Background: an optimization exercise with open tools, aiming at small area, a short achievable clock period and few clock cycles per item. Do not read the settings as production practice.
RTL that was checked went through simulation tests only; none was proved equivalent to the original.

==> v2 <==
==> flow/design.v (excerpt) <==
module dense_layer #(
    parameter int NUM_INPUTS    = 4,
    parameter int NUM_OUTPUTS   = 4,
    parameter int FP_TOTAL_BITS = 16,
    parameter int FP_FRAC_BITS  = 8
) (
    input  logic                                                      clk,
    input  logic                                                      reset,
    input  logic                                                      start,
    input  logic [NUM_INPUTS-1:0][FP_TOTAL_BITS-1:0]                  input_vector,
    input  logic [NUM_OUTPUTS-1:0][NUM_INPUTS-1:0][FP_TOTAL_BITS-1:0] weight_matrix,
    input  logic [NUM_OUTPUTS-1:0][FP_TOTAL_BITS-1:0]                 bias_vector,
    output logic [NUM_OUTPUTS-1:0][FP_TOTAL_BITS-1:0]                 layer_out,
    output logic                                                      busy,
    output logic                                                      done
);
    localparam logic [2:0] C_LAST = 3'd4;
    logic        r_busy, r_done;
    logic [2:0]  r_cnt;
    logic [3:0][7:0] e_one, e_two, e_neg;    
    logic [7:0] e_one0, e_one1, e_one2, e_one3, e_two0, e_two1, e_two2, e_two3, e_neg0, e_neg1, e_neg2, e_neg3;
    assign {e_one3, e_one2, e_one1, e_one0} = e_one;
    assign {e_two3, e_two2, e_two1, e_two0} = e_two;
    assign {e_neg3, e_neg2, e_neg1, e_neg0} = e_neg;
    logic [3:0][15:0] wr0, wr1, wr2, wr3;
    logic [15:0] br0, br1, br2, br3;
    logic [15:0] w0_0, w0_1, w0_2, w0_3, b0r;
    logic [15:0] r_out0, r_out1, r_out2;
    logic [33:0] fa_a, fa_b, sum;
    logic [25:0] r_sum;
    logic [15:0] y;
    always_ff @(posedge clk) begin
        if (!reset) begin
            r_busy <= 1'b0;
            r_done <= 1'b0;
            r_cnt  <= '0;
        end else begin
            r_done <= 1'b0;
            if (r_busy) begin
                r_cnt <= r_cnt + 3'd1;
                if (r_cnt == C_LAST) begin
                    r_busy <= 1'b0;
                    r_done <= 1'b1;
                end
            end else if (start && !r_done) begin
                r_busy <= 1'b1;
                r_cnt  <= '0;
            end
        end
    end
    always_ff @(posedge clk) begin
        if (!r_busy) begin
            for (int j = 0; j < 4; j++)
                for (int k = 0; k < 8; k++) begin
  ...
==> flow/config.mk <==
export PLATFORM = sky130hd
export DESIGN_NAME = dense_layer
export DESIGN_NICKNAME = dense_layer
export VERILOG_FILES = /design/flow/design.v
export SDC_FILE = /design/flow/constraint.sdc
export NUM_CORES = 4
export LEC_CHECK = 0
export ABC_AREA = 1
export CAP_MARGIN = 20
export CORE_MARGIN = 2
export CORE_UTILIZATION = 40
export CTS_BUF_LIST = sky130_fd_sc_hd__clkbuf_8
export CTS_CLUSTER_SIZE = 24
export SETUP_SLACK_MARGIN = 5
export SLEW_MARGIN = 20
export SYNTH_HIERARCHICAL = 1
export SYNTH_MINIMUM_KEEP_SIZE = 0
==> flow/constraint.sdc <==
create_clock -name core_clock -period 10.0 [get_ports {clk}]
set_input_delay 2.0000 -clock core_clock [delete_from_list [all_inputs] [get_ports {clk}]]
set_output_delay 2.0000 -clock core_clock [all_outputs]
set_load 0.01 [all_outputs]
standard.sh (not shown) runs the stock make flow with config.mk's settings and CLKGATE_MAP_FILE= SYNTH_SCRIPT=/design/flow/synth_recipe.tcl, a recipe that flattens the netlist after the stock synthesis.
==> flow/flow/run.sh <==
#!/bin/bash
# Own flow: the standard layout (standard.sh, unchanged synthesis), with
#  - port buffers of the smallest buffer cell instead of the default delay cell,
#  - a larger setup repair margin, so timing repair works towards a shorter period.
# Every tool writes its full output under orfs/logs/; make's own output goes to flow.log here.
set -uo pipefail
MARGIN=$(cat flow/margin.txt 2>/dev/null || echo 5)
bash standard.sh finish \
  "BUFFER_PORTS_ARGS=-buffer_cell sky130_fd_sc_hd__buf_1" \
  "SETUP_SLACK_MARGIN=$MARGIN" > flow.log 2>&1
rc=$?
cp -r orfs/logs flow_logs 2>/dev/null || true
exit $rc
==> flow/flow/margin.txt <==
6.3
==> v24: changes against v2 <==
--- a/flow/design.v
+++ b/flow/design.v
@@ -23,15 +23,16 @@
     assign {e_two3, e_two2, e_two1, e_two0} = e_two;
     assign {e_neg3, e_neg2, e_neg1, e_neg0} = e_neg;
     logic [3:0][15:0] wr0, wr1, wr2, wr3;
     logic [15:0] br0, br1, br2, br3;
     logic [15:0] w0_0, w0_1, w0_2, w0_3, b0r;
     logic [15:0] r_out0, r_out1, r_out2;
     logic [33:0] fa_a, fa_b, sum;
-    logic [25:0] r_sum;
+    logic [15:0] r_sum;
+    logic        sat_hi, sat_lo, r_sat_hi, r_sat_lo;
     logic [15:0] y;
     always_ff @(posedge clk) begin
         if (!reset) begin
             r_busy <= 1'b0;
             r_done <= 1'b0;
             r_cnt  <= '0;
         end else begin
@@ -2858,26 +2859,24 @@
     dl_fa u_s1668 (.a(c1541), .b(c1603), .c(s1604), .s(s1668), .co(c1669));
     assign fa_a = {1'b1, c1605, c1667, c1665, c1663, c1661, c1659, c1657, c1655, c1653, c1651, c1649, c1647, c1645, c1643, c1641, c1639, c1637, c1635, c1633, c1631, c1629, c1627, c1625, c1623, c1621, c1619, c1617, c1615, c1613, c1611, c1609, c1607, s1542};
     assign fa_b = {1'b0, c1669, s1668, s1666, s1664, s1662, s1660, s1658, s1656, s1654, s1652, s1650, s1648, s1646, s1644, s1642, s1640, s1638, s1636, s1634, s1632, s1630, s1628, s1626, s1624, s1622, s1620, s1618, s1616, s1614, s1612, s1610, s1608, s1606};
     always_ff @(posedge clk) begin
         pipe1 <= {c1421, c1419, pp544, pp408, pp272, pp136, s1420, s1418, c1417, c1415, c1413, c1255, s1416, s1414, s1412, c1411, c1409, c1407, s1410, s1408, s1406, c1405, c1403, c1401, s1404, s1402, s1400, c1399, c1397, c1395, s1398, s1396, s1394, c1393, c1391, c1389, s1392, s1390, s1388, c1387, c1385, c1383, s1386, s1384, s1382, c1381, c1379, c1377, s1380, s1378, s1376, c1375, c1373, c1371, s1374, s1372, s1370, c1369, c1367, c1365, s1368, s1366, s1364, c1363, c1361, c1359, s1362, s1360, s1358, c1357, c1355, c1353, s1356, s1354, s1352, c1351, c1349, c1347, s1350, s1348, s1346, c1345, c1343, c1341, s1344, s1342, s1340, c1339, c1337, c1335, s1338, s1336, s1334, c1333, c1331, c1329, s1332, s1330, s1328, c1327, c1325, c1323, s1326, s1324, s1322, c1321, c1319, c1317, s1320, s1318, s1316, c1315, c1313, c1311, s1314, s1312, s1310, c1309, c1307, c1305, s1308, s1306, s1304, c1303, c1301, c1299, s1302, s1300, s1298, c1297, c1295, c1293, s1296, s1294, s1292, c1291, c1289, c1287, s1290, s1288, s1286, c1285, c1283, c1281, s1284, s1282, s1280, c1279, c1277, c1275, s1278, s1276, s1274, c1273, c1271, c1269, s1272, s1270, s1268, c1267, c1265, c1263, s1266, s1264, s1262, c1261, c1259, s1064, s1260, s1258, s1062, s1060, e_neg3[1], pp426, c1257, pp410, pp274, pp138, pp2, s1256, e_neg3[0], pp409, e_neg2[0], pp273, e_neg1[0]};
     end
     assign sum = fa_a + fa_b;
+    assign sat_hi = (sum[33:23] != {11{sum[33]}}) & ~sum[33];
+    assign sat_lo = (sum[33:23] != {11{sum[33]}}) & sum[33];
     always_ff @(posedge clk) begin
-        if (r_busy)
-            r_sum <= sum[33:8];
-    end
-    always_comb begin
-        if (r_sum[25:15] == {11{r_sum[25]}})
-            y = r_sum[15:0];
-        else if (r_sum[25])
-            y = 16'h8000;
-        else
-            y = 16'h7fff;
+        if (r_busy) begin
+            r_sum    <= sum[23:8];
+            r_sat_hi <= sat_hi;
+            r_sat_lo <= sat_lo;
+        end
     end
+    assign y = r_sat_hi ? 16'h7fff : (r_sat_lo ? 16'h8000 : r_sum);
     always_ff @(posedge clk) begin
         if (r_busy) begin
             r_out0 <= r_out1;
             r_out1 <= r_out2;
             r_out2 <= y;
         end
     end
==> flow/flow/margin.txt (replaced) <==
5
==> flow/config.mk (replaced) <==
export PLATFORM = sky130hd
export DESIGN_NAME = dense_layer
export DESIGN_NICKNAME = dense_layer
export VERILOG_FILES = /design/flow/design.v
export SDC_FILE = /design/flow/constraint.sdc
export NUM_CORES = 4
export LEC_CHECK = 0
export ABC_AREA = 1
export CAP_MARGIN = 20
export CORE_MARGIN = 2
export CORE_UTILIZATION = 40
export CTS_CLUSTER_DIAMETER = 150
export CTS_CLUSTER_SIZE = 30
export SETUP_SLACK_MARGIN = 5
export SLEW_MARGIN = 20
export SYNTH_HIERARCHICAL = 1
export SYNTH_MINIMUM_KEEP_SIZE = 0
==> qor summary <==
| metric | v24 | v2 |
|---|---|---|
| Setup ws final | 5930 ps | 5730 ps |
| Area share of the largest cell type after synthesis | 0.255 | 0.256 |
| R2r worst-path depth | 6 | 9 |
| Core region area | 0.104 mm^2 | 0.103 mm^2 |
| Count of plain and timing-repair buffers in the layout | 475 | 712 |
| Outcome | no timing/DRC/antenna violations | no timing/DRC/antenna violations |
| Post-detailed-routing wire length | 142000 um | 145000 um |
| Net count of the finished layout | 5379 | 5630 |
| Syn Std Cell Area | 0.0418 mm^2 | 0.0417 mm^2 |
| Final Util | 0.437 | 0.476 |
| Reg2Reg Capture Point | pipe1[106]$_DFF_P_ | pipe1[118]$_DFF_P_ |
| GRT Total Usage | 0.262 | 0.265 |
| Fin Hold WS | 425 ps | 378 ps |
| Worst reg2reg startpoint | e_neg[6]$_DFFE_PN_ | e_one[5]$_DFFE_PN_ |
| Layout clock buffer count | 43 | 141 |
| Number of filler instances in the final layout | 10183 | 9651 |
Testbench counts of v24, summed over its fixed seeds: cycles 3,576, items 512.
For v2, only the layout was checked, not whether the RTL still works.

==> static timing again, ports no longer ideal <==
In the flow no input, the clock included, has a driving cell. The finished layouts below were timed again as built, in two steps. Step 1, drivers: a clkbuf_16 drives clk and a buf_2 each remaining input, both assumed. Step 2 also shifts input and output timing later by t, the mid clock arrival at the registers, as if the neighbouring blocks saw the same clock. Slacks: no drivers / after step 1 / after step 2; pairs: no drivers / after step 1.
run	shift t [ns]	setup slack, ns	hold slack, ns	worst data-port slew with drivers (ns)
v2	0.879	5.732 / 5.661 / 6.255	0.378 / 0.378 / 0.378	0.09
v24	0.710	5.925 / 5.854 / 6.011	0.425 / 0.425 / 0.425	0.08
After both steps setup and hold are still met in every run listed.
